Background: an optimization exercise with open tools, aiming at small area, a short achievable clock period and few clock cycles per item. Do not read the settings as production practice.
Only simulation tests tie the RTL to the original design; equivalence was not proved.
Power and IR drop assume default switching activity.

## job 2150
Design systolic_array_os_ctrl, start of the top module:
module systolic_array_os_ctrl
#(
  parameter int ROWS   = 4,
  parameter int COLS   = 4,
  parameter int DATA_W = 8,
  parameter int ACC_W  = 32,
  parameter int KLEN_W = 16,
  localparam int OROW_W = (ROWS > 1) ? $clog2(ROWS) : 1
) (
  input  logic                     clk,
  input  logic                     rst_n,
  input  logic                     start,
  input  logic [KLEN_W-1:0]        k_len,
  input  logic                     signed_en,
  output logic                     busy,
  input  logic                     in_valid,
  output logic                     in_ready,
  input  logic [ROWS*DATA_W-1:0]   a_data,
  input  logic [COLS*DATA_W-1:0]   b_data,
  output logic                     out_valid,
  input  logic                     out_ready,
  output logic [OROW_W-1:0]        out_row,
  output logic [COLS*ACC_W-1:0]    out_data,
  output logic                     done
);
clock: 10.0 ns
lec_check: 0
cap_margin: 20
core_margin: 2
core_utilization: 60
place_density: 0.7
setup_slack_margin: 5
slew_margin: 20
run.sh (not shown) runs the stock make flow with config.mk's settings and CLKGATE_MAP_FILE= SYNTH_SCRIPT=/design/flow/synth_recipe.tcl, a recipe that flattens the netlist after the stock synthesis.
Testbench counts of job 2150, summed over its fixed seeds: cycles 12,562, jobs 320.
The inputs of job 4503 differ from those of job 2150 as listed below.
# job 2150
export LEC_CHECK = 0
export CAP_MARGIN = 20
export CORE_MARGIN = 2
export CORE_UTILIZATION = 60
export PLACE_DENSITY = 0.7
export SETUP_SLACK_MARGIN = 5
export SLEW_MARGIN = 20
create_clock -name core_clock -period 10.0 [get_ports {clk}]
# job 4503
export LEC_CHECK = 0
export CAP_MARGIN = 20
export CORE_MARGIN = 2
export CORE_UTILIZATION = 70
export CTS_CLUSTER_DIAMETER = 60
export CTS_CLUSTER_SIZE = 30
export PLACE_DENSITY = 0.75
export SLEW_MARGIN = 20
create_clock -name core_clock -period 10.0 [get_ports {clk}]
==> flow/flow/run.sh (new file) <==
#!/bin/bash
# The standard synthesis and layout, with ORFS's timing repair told to aim
# for setup slack beyond the clock period's (the SDC is unchanged). Each
# step's full output goes to a log file in the folder this runs in.
set -euo pipefail
MARGIN=6.7
export SETUP_SLACK_MARGIN=$MARGIN
bash standard.sh synth > synth.log 2>&1
bash standard.sh SETUP_SLACK_MARGIN=$MARGIN finish > layout.log 2>&1
==> flow/standard.sh (new file) <==
#!/bin/bash
# synth_recipe.tcl (not shown) runs the flow's synth.tcl, then flattens the netlist and writes it again
# the make line also repeats each setting of config.mk as NAME=value (left out here)
make -C /OpenROAD-flow-scripts/flow DESIGN_CONFIG=/design/flow/config.mk WORK_HOME=/design/flow/orfs CLKGATE_MAP_FILE= SYNTH_SCRIPT=/design/flow/synth_recipe.tcl "${@:-finish}"
removed: flow/run.sh
Results
Job 4503: detailed-route wire length per cell 9.8% above job 2150
Summary of job 4503 over job 2150: fmax picked up an extra 23%; final non-filler cell area grew by 4000 µm²; die area shows a reduction of 14%.
Job 4503 completed every stage of the flow, and the final layout passed the timing, DRC and antenna checks.
Going from job 2150 to job 4503, the global-route wire length before repair was found to have gone up by 5.1%.
On overall routed net length: job 4503 sits above job 2150.
Job 4503: power density over the cells 7.5% above job 2150
Lower cell leakage power among job 2150 and job 4503: job 2150
Diff job 4503..job 2150 | sequential cell count | unchanged
On number of antenna diodes: between job 2150 and job 4503, it ends up lower for job 4503.
Here is what was changed in the inputs of job 7301 compared with job 4503.
# job 4503
export LEC_CHECK = 0
export CAP_MARGIN = 20
export CORE_MARGIN = 2
export CORE_UTILIZATION = 70
export CTS_CLUSTER_DIAMETER = 60
export CTS_CLUSTER_SIZE = 30
export PLACE_DENSITY = 0.75
export SLEW_MARGIN = 20
create_clock -name core_clock -period 10.0 [get_ports {clk}]
# job 7301
export LEC_CHECK = 0
export CAP_MARGIN = 20
export CORE_MARGIN = 2
export CORE_UTILIZATION = 60
export PLACE_DENSITY = 0.7
export SLEW_MARGIN = 20
create_clock -name core_clock -period 10.0 [get_ports {clk}]
-- flow/flow/run.sh --
<<< job 4503, line 4
# step's full output goes to a log file in the folder this runs in.
set -euo pipefail
MARGIN=6.7
export SETUP_SLACK_MARGIN=$MARGIN
bash standard.sh synth > synth.log 2>&1
>>> job 7301, line 4
# step's full output goes to a log file in the folder this runs in.
set -euo pipefail
MARGIN=6.6
export SETUP_SLACK_MARGIN=$MARGIN
bash standard.sh synth > synth.log 2>&1
Findings:
Diff job 7301 and job 4503: final-stage net count higher in job 4503
Job 7301 vs job 4503, proportion of layout cells with a drive suffix above 1 went down by 2.5 points.
Compared with job 4503, in job 7301 die area shows an increase of about 16%; cell area fell about 0.7%; synthesized cell count was more or less identical; routed wire length now smaller.
Per the comparison of job 7301 with job 4503, remaining antenna violation count essentially unchanged; proportion of power drawn by the clock network increased 1.4 points; worst hold slack increased 0.014 ns.
Between job 7301 and job 4503, share of power burned in registers is lower for job 4503, job 7301 comes in above that.

Setup of lane 1:
Another version of the RTL of systolic_array_os_ctrl (not shown whole).
Size in the first run: ~8,000 cells after synthesis, ~1,100 flip-flops, roughly 220 I/O pins.
// systolic_array_os_ctrl
module systolic_array_os_ctrl
#(
  parameter int ROWS   = 4,
  parameter int COLS   = 4,
  parameter int DATA_W = 8,
  parameter int ACC_W  = 32,
  parameter int KLEN_W = 16,
  localparam int OROW_W = (ROWS > 1) ? $clog2(ROWS) : 1
) (
  input  logic                     clk,
  input  logic                     rst_n,
  input  logic                     start,
  input  logic [KLEN_W-1:0]        k_len,
  input  logic                     signed_en,
  output logic                     busy,
  input  logic                     in_valid,
  output logic                     in_ready,
  input  logic [ROWS*DATA_W-1:0]   a_data,
  input  logic [COLS*DATA_W-1:0]   b_data,
  output logic                     out_valid,
  input  logic                     out_ready,
  output logic [OROW_W-1:0]        out_row,
  output logic [COLS*ACC_W-1:0]    out_data,
  output logic                     done
);
clock: 10.0 ns
lec_check: 0
cap_margin: 20
core_margin: 2
core_utilization: 50
place_density: 0.65
slew_margin: 20
standard.sh (not shown) runs the stock make flow with config.mk's settings and CLKGATE_MAP_FILE= SYNTH_SCRIPT=/design/flow/synth_recipe.tcl, a recipe that flattens the netlist after the stock synthesis.
==> flow/flow/run.sh <==
#!/bin/bash
# The standard synthesis and layout, with these changes to how the layout
# is made (the SDC is unchanged):
#  - ORFS's timing repair aims for setup slack beyond the clock period's
#    (SETUP_SLACK_MARGIN);
#  - clock tree synthesis adds no dummy loads;
#  - the port buffers are buf_2 cells (repair may resize them).
# Each step's full output goes to a log file in the folder this runs in.
set -euo pipefail
MARGIN=6.6
export SETUP_SLACK_MARGIN=$MARGIN
export CTS_ARGS="-sink_clustering_enable -repair_clock_nets -dont_use_dummy_load"
export BUFFER_PORTS_ARGS="-buffer_cell sky130_fd_sc_hd__buf_2"
bash standard.sh synth > synth.log 2>&1
bash standard.sh SETUP_SLACK_MARGIN=$MARGIN "CTS_ARGS=$CTS_ARGS" "BUFFER_PORTS_ARGS=$BUFFER_PORTS_ARGS" finish > layout.log 2>&1
Lane 1 has completed all stages; timing, DRC and antenna checks passed.
Testbench counts of lane 1, summed over its fixed seeds: cycles 12,562, jobs 320.
The following lists how lane 2 was set up differently from lane 1:
Settings: CORE_UTILIZATION: 50 -> 60; PLACE_DENSITY: 0.65 -> 0.7.
--- a/flow/flow/run.sh
+++ b/flow/flow/run.sh
@@ -9,3 +9,3 @@
 set -euo pipefail
-MARGIN=6.6
+MARGIN=6.5
 export SETUP_SLACK_MARGIN=$MARGIN
[summary]
Measured against lane 1, the placement row count of lane 2 comes out at 0.910 times the reference value.
Internal cell power (higher): lane 1
Lane 2 vs. lane 1: peak supply drop went down by 0.057 mV.
Row switching power of the nets: lane 2 lower / lane 1 higher
Looking at lane 1 and lane 2, the fraction of area in clock buffers and inverters is a wash.
For lane 3, these inputs were changed with respect to lane 2:
--- a/flow/flow/run.sh
+++ b/flow/flow/run.sh
@@ -9,3 +9,3 @@
 set -euo pipefail
-MARGIN=6.5
+MARGIN=6.7
 export SETUP_SLACK_MARGIN=$MARGIN
==> summary.txt <==
The more densely filled core belongs to lane 3, not lane 2.
Maximum clock rate: lane 3 vs lane 2 up 4.6%
Die area: lane 2 vs lane 3 identical
On lane 3: sequential share of layout area is 0.38 points lower than what lane 2 gave.
Against lane 2 as the reference, lane 3 delivers a higher measured slew at the worst slew-check pin.
Area: lane 3 vs lane 2 -> lane 3 larger
Lane 2 and lane 3 ended up with roughly the same multi-input combinational cell count.
Clock period minus worst slack came out lower on lane 3 than on lane 2.
Lane 3 ends up with higher combinational group share of total power than lane 2 does.

systolic_array_os_ctrl, a different RTL version from the one above (not shown whole).
Size: ~8100 cells after synthesis, roughly 1100 flip-flops, ~220 I/O pins, roughly 78000 um2 of cells after synthesis.
Settings: LEC_CHECK=0, CAP_MARGIN=20, CORE_MARGIN=2, CORE_UTILIZATION=60, PLACE_DENSITY=0.7, SLEW_MARGIN=20; clock period 10.0 ns.
==> flow/flow/run.sh <==
#!/bin/bash
# The standard synthesis and layout, with ORFS's timing repair told to aim
# for setup slack beyond the clock period's (the SDC is unchanged). Each
# step's full output goes to a log file in the folder this runs in.
set -euo pipefail
MARGIN=6.75
export SETUP_SLACK_MARGIN=$MARGIN
bash standard.sh synth > synth.log 2>&1
bash standard.sh SETUP_SLACK_MARGIN=$MARGIN finish > layout.log 2>&1
Testbench counts at the start, summed over its fixed seeds: cycles 12,562, jobs 320.
Rerun with:
==> flow/flow/run.sh (replaced) <==
#!/bin/bash
# The standard synthesis and layout, with these changes to how the layout
# is made (the SDC is unchanged):
#  - ORFS's timing repair aims for setup slack beyond the clock period's
#    (SETUP_SLACK_MARGIN);
#  - clock tree synthesis adds no dummy loads;
#  - the port buffers are buf_2 cells (repair may resize them).
# Each step's full output goes to a log file in the folder this runs in.
set -euo pipefail
MARGIN=6.6
export SETUP_SLACK_MARGIN=$MARGIN
export CTS_ARGS="-sink_clustering_enable -repair_clock_nets -dont_use_dummy_load"
export BUFFER_PORTS_ARGS="-buffer_cell sky130_fd_sc_hd__buf_2"
bash standard.sh synth > synth.log 2>&1
bash standard.sh SETUP_SLACK_MARGIN=$MARGIN "CTS_ARGS=$CTS_ARGS" "BUFFER_PORTS_ARGS=$BUFFER_PORTS_ARGS" finish > layout.log 2>&1
Synthesized cell count does not change.
Register-to-register slack is worse by 0.03 ns.
Cell area drops by 5.5%.
Sequential cell count does not change.
Setup slack is worse by 0.028 ns.
Routed wire length came out lower by about 3.6%.
Total power came out lower by about 10%.
Clock skew is higher by 0.027 ns.
Rerun with:
==> flow/flow/run.sh (replaced) <==
#!/bin/bash
# The standard synthesis and layout, with two changes:
#  - Yosys's synth skips its early ABC pass (-noabc), so the full adders it
#    extracts keep the polarity the RTL writes them in; everything else in the
#    synthesis script is the standard flow's own (synth_recipe.tcl, first line amended).
#  - ORFS's timing repair aims for setup slack beyond the clock period's
#    (SETUP_SLACK_MARGIN); the SDC is unchanged.
# Each step's full output goes to a log file in the folder this runs in.
set -euo pipefail
MARGIN=6.6
sed '1s/-noshare/-noshare -noabc/' synth_recipe.tcl > synth_noabc.tcl
export SETUP_SLACK_MARGIN=$MARGIN
bash standard.sh SYNTH_SCRIPT="$PWD/synth_noabc.tcl" synth > synth.log 2>&1
bash standard.sh SYNTH_SCRIPT="$PWD/synth_noabc.tcl" SETUP_SLACK_MARGIN=$MARGIN finish > layout.log 2>&1
The changed run ran to the end with no violations.
Synthesized area is lower by 2.0%.
Die area is lower by 1.9%.
Sequential share of layout area is lower by 0.21 points.
Setup slack degrades by 0.10 ns.
Via count is lower by 2.9%.
Critical path depth stays the same.
Final cell count is lower by 4.9%.
Maximum frequency is lower by 2.8%.
Cell area is higher by 1.6%.
Global-route usage is higher by 0.56 points.

systolic_array_os_ctrl again, from the RTL that the note above started with.
Settings: LEC_CHECK=0, CAP_MARGIN=20, CORE_MARGIN=2, CORE_UTILIZATION=60, CTS_BUF_LIST=sky130_fd_sc_hd__clkbuf_8, CTS_CLUSTER_SIZE=20, PLACE_DENSITY=0.7, SLEW_MARGIN=20; clock period 10.0 ns.
==> flow/flow/run.sh <==
#!/bin/bash
# The standard synthesis and layout, with ORFS's timing repair told to aim
# for setup slack beyond the clock period's (the SDC is unchanged). Each
# step's full output goes to a log file in the folder this runs in.
set -euo pipefail
MARGIN=6.6
export SETUP_SLACK_MARGIN=$MARGIN
bash standard.sh synth > synth.log 2>&1
bash standard.sh SETUP_SLACK_MARGIN=$MARGIN finish > layout.log 2>&1
Testbench counts at the start, summed over its fixed seeds: cycles 12,562, jobs 320.
Then changed:
--- a/flow/config.mk
+++ b/flow/config.mk
@@ -9,6 +9,4 @@
 export CORE_MARGIN = 2
 export CORE_UTILIZATION = 60
-export CTS_BUF_LIST = sky130_fd_sc_hd__clkbuf_8
-export CTS_CLUSTER_SIZE = 20
 export PLACE_DENSITY = 0.7
 export SLEW_MARGIN = 20
Result: The new run completed with no timing, DRC or antenna violations. Setup slack improves by 0.12 ns. Worst hold slack stays flat. Utilization decreases by 0.57 points. Power stays flat. Critical path depth does not change. Final area went down by 0.81%. Sequential cell count is unchanged. Non-clock buffer count fell by 80.

## xenon
RTL: one of the versions met above, not the one the previous note started from.
For scale: ~8,000 cells after synthesis, roughly 0.078 mm² of cells after synthesis.
clock: 10.0 ns
lec_check: 0
cap_margin: 20
core_margin: 2
core_utilization: 60
place_density: 0.8
slew_margin: 20
==> flow/flow/run.sh <==
#!/bin/bash
# The standard synthesis and layout, with these changes to how the layout
# is made (the SDC is unchanged):
#  - ORFS's timing repair aims for setup slack beyond the clock period's
#    (SETUP_SLACK_MARGIN);
#  - clock tree synthesis adds no dummy loads;
#  - the port buffers are buf_2 cells (repair may resize them).
# Each step's full output goes to a log file in the folder this runs in.
set -euo pipefail
MARGIN=6.6
export SETUP_SLACK_MARGIN=$MARGIN
export CTS_ARGS="-sink_clustering_enable -repair_clock_nets -dont_use_dummy_load"
export BUFFER_PORTS_ARGS="-buffer_cell sky130_fd_sc_hd__buf_2"
bash standard.sh synth > synth.log 2>&1
bash standard.sh SETUP_SLACK_MARGIN=$MARGIN "CTS_ARGS=$CTS_ARGS" "BUFFER_PORTS_ARGS=$BUFFER_PORTS_ARGS" finish > layout.log 2>&1
Testbench counts of xenon, summed over its fixed seeds: cycles 12,562, jobs 320.
Here is what was changed in the inputs of zinc compared with xenon.
# xenon
export LEC_CHECK = 0
export CAP_MARGIN = 20
export CORE_MARGIN = 2
export CORE_UTILIZATION = 60
export PLACE_DENSITY = 0.8
export SLEW_MARGIN = 20
create_clock -name core_clock -period 10.0 [get_ports {clk}]
# zinc
export LEC_CHECK = 0
export CAP_MARGIN = 20
export CORE_MARGIN = 2
export CORE_UTILIZATION = 60
export PLACE_DENSITY = 0.7
export SLEW_MARGIN = 20
create_clock -name core_clock -period 10.0 [get_ports {clk}]
--- a/flow/flow/run.sh
+++ b/flow/flow/run.sh
@@ -6 +6 @@
-#  - clock tree synthesis adds no dummy loads;
+#  - clock tree synthesis adds no dummy loads and clusters up to 24 sinks;
@@ -12 +12 @@
-export CTS_ARGS="-sink_clustering_enable -repair_clock_nets -dont_use_dummy_load"
+export CTS_ARGS="-sink_clustering_enable -repair_clock_nets -dont_use_dummy_load -sink_clustering_size 24 -sink_clustering_max_diameter 80"
## What came out
zinc has completed all stages; timing, DRC and antenna checks passed.
[compare] base=xenon new=zinc: register-to-register slack was more or less identical; clock buffer count in the final layout went down by about 40%; via count went down by about 1.5%; remaining antenna violation count after routing was more or less identical.
Against xenon, total internal power in zinc came out better.
diff inputs: zinc => onyx
--- a/flow/flow/run.sh
+++ b/flow/flow/run.sh
@@ -6 +6 @@
-#  - clock tree synthesis adds no dummy loads and clusters up to 24 sinks;
+#  - clock tree synthesis adds no dummy loads;
@@ -12 +12 @@
-export CTS_ARGS="-sink_clustering_enable -repair_clock_nets -dont_use_dummy_load -sink_clustering_size 24 -sink_clustering_max_diameter 80"
+export CTS_ARGS="-sink_clustering_enable -repair_clock_nets -dont_use_dummy_load"
==> summary.txt <==
- STATUS clock network power consumption: onyx loses against zinc
- Die height of zinc is on par with onyx.
- Going from zinc to onyx, maximum fanout along the worst path rose 2, largest net degree at the start of global routing -about 8%.
The following lists how quartz was set up differently from onyx:
# onyx
export LEC_CHECK = 0
export CAP_MARGIN = 20
export CORE_MARGIN = 2
export CORE_UTILIZATION = 60
export PLACE_DENSITY = 0.7
export SLEW_MARGIN = 20
create_clock -name core_clock -period 10.0 [get_ports {clk}]
# quartz
export LEC_CHECK = 0
export ABC_AREA = 1
export CAP_MARGIN = 20
export CORE_MARGIN = 2
export CORE_UTILIZATION = 60
export PLACE_DENSITY = 0.7
export SLEW_MARGIN = 20
create_clock -name core_clock -period 10.0 [get_ports {clk}]
==> comparison <==
Core utilization (lower): quartz
Count of vias placed by the detailed router was lower in onyx than in quartz.
Wire length in quartz vs onyx: up about 4.6%
Cmp onyx and quartz / amount of wire on met3 after detailed routing / lower: quartz
Going from onyx to quartz, ratio of final minimum period to clock period dropped 0.51 points; area of the multi-input gates dropped about 4.3%; met3 track demand over resource dropped 1.2 points; number of clock buffer instances in the layout climbed 3.0%.
The number of optimization iterations in the first detailed-route pass of quartz falls short of that of onyx by 1.

[port drivers added, routing unchanged]
In the flow no input, the clock included, has a driving cell. The finished layouts below were timed again as built, in two steps. Step 1: set_driving_cell puts a clkbuf_16 on clk and a buf_2 on each other input, an assumption about the parent block. Step 2 moves the port delays by t, midway between the first and last clock arrival at a register: inputs arrive t later, outputs are due t later. That takes back most of the time a late clock gives input paths. Slacks: ideal / step 1 / step 2; pairs: ideal / step 1.
| run | t, ns | setup WS [ns] | hold slack, ns | worst setup path after step 2 | pins driven straight from the clock port |
|---|---|---|---|---|---|
| job 2150 | 0.858 | 5.686 / 5.686 / 5.220 | 0.371 / 0.371 / 0.371 | input to register | 1 |
| job 4503 | 0.820 | 6.492 / 6.492 / 5.939 | 0.356 / 0.356 / 0.356 | input to register | 1 |
| job 7301 | 0.860 | 6.461 / 6.461 / 5.871 | 0.370 / 0.370 / 0.370 | input to register | 1 |
| lane 1 | 0.837 | 6.531 / 6.531 / 5.873 | 0.353 / 0.353 / 0.353 | input to register | 1 |
| lane 2 | 0.827 | 6.459 / 6.459 / 5.959 | 0.362 / 0.362 / 0.362 | input to register | 1 |
| lane 3 | 0.816 | 6.613 / 6.593 / 5.980 | 0.351 / 0.351 / 0.351 | input to register | 1 |
| the first run of note 3 | 0.856 | 6.575 / 6.555 / 5.894 | 0.360 / 0.360 / 0.360 | input to register | 1 |
| the second run of note 3 | 0.845 | 6.547 / 6.547 / 5.914 | 0.356 / 0.356 / 0.356 | input to register | 1 |
| the third run of note 3 | 0.839 | 6.446 / 6.446 / 5.882 | 0.385 / 0.385 / 0.385 | input to register | 1 |
| the first run of note 4 | 0.976 | 6.437 / 6.362 / 5.695 | 0.357 / 0.357 / 0.357 | input to register | 1 |
| the second run of note 4 | 0.851 | 6.560 / 6.476 / 5.812 | 0.359 / 0.359 / 0.359 | input to register | 1 |
| xenon | 0.794 | 6.520 / 6.520 / 5.999 | 0.368 / 0.368 / 0.368 | input to register | 1 |
| zinc | 0.752 | 6.515 / 6.515 / 6.037 | 0.355 / 0.355 / 0.355 | input to register | 1 |
| onyx | 0.838 | 6.582 / 6.568 / 5.906 | 0.350 / 0.350 / 0.350 | input to register | 1 |
| quartz | 0.815 | 6.632 / 6.554 / 5.879 | 0.367 / 0.367 / 0.367 | input to register | 1 |
After both steps setup and hold are still met in every run listed. For quartz, which loses most, drivers alone change the setup slack by -0.078 ns; drivers and shift together by -0.753 ns.
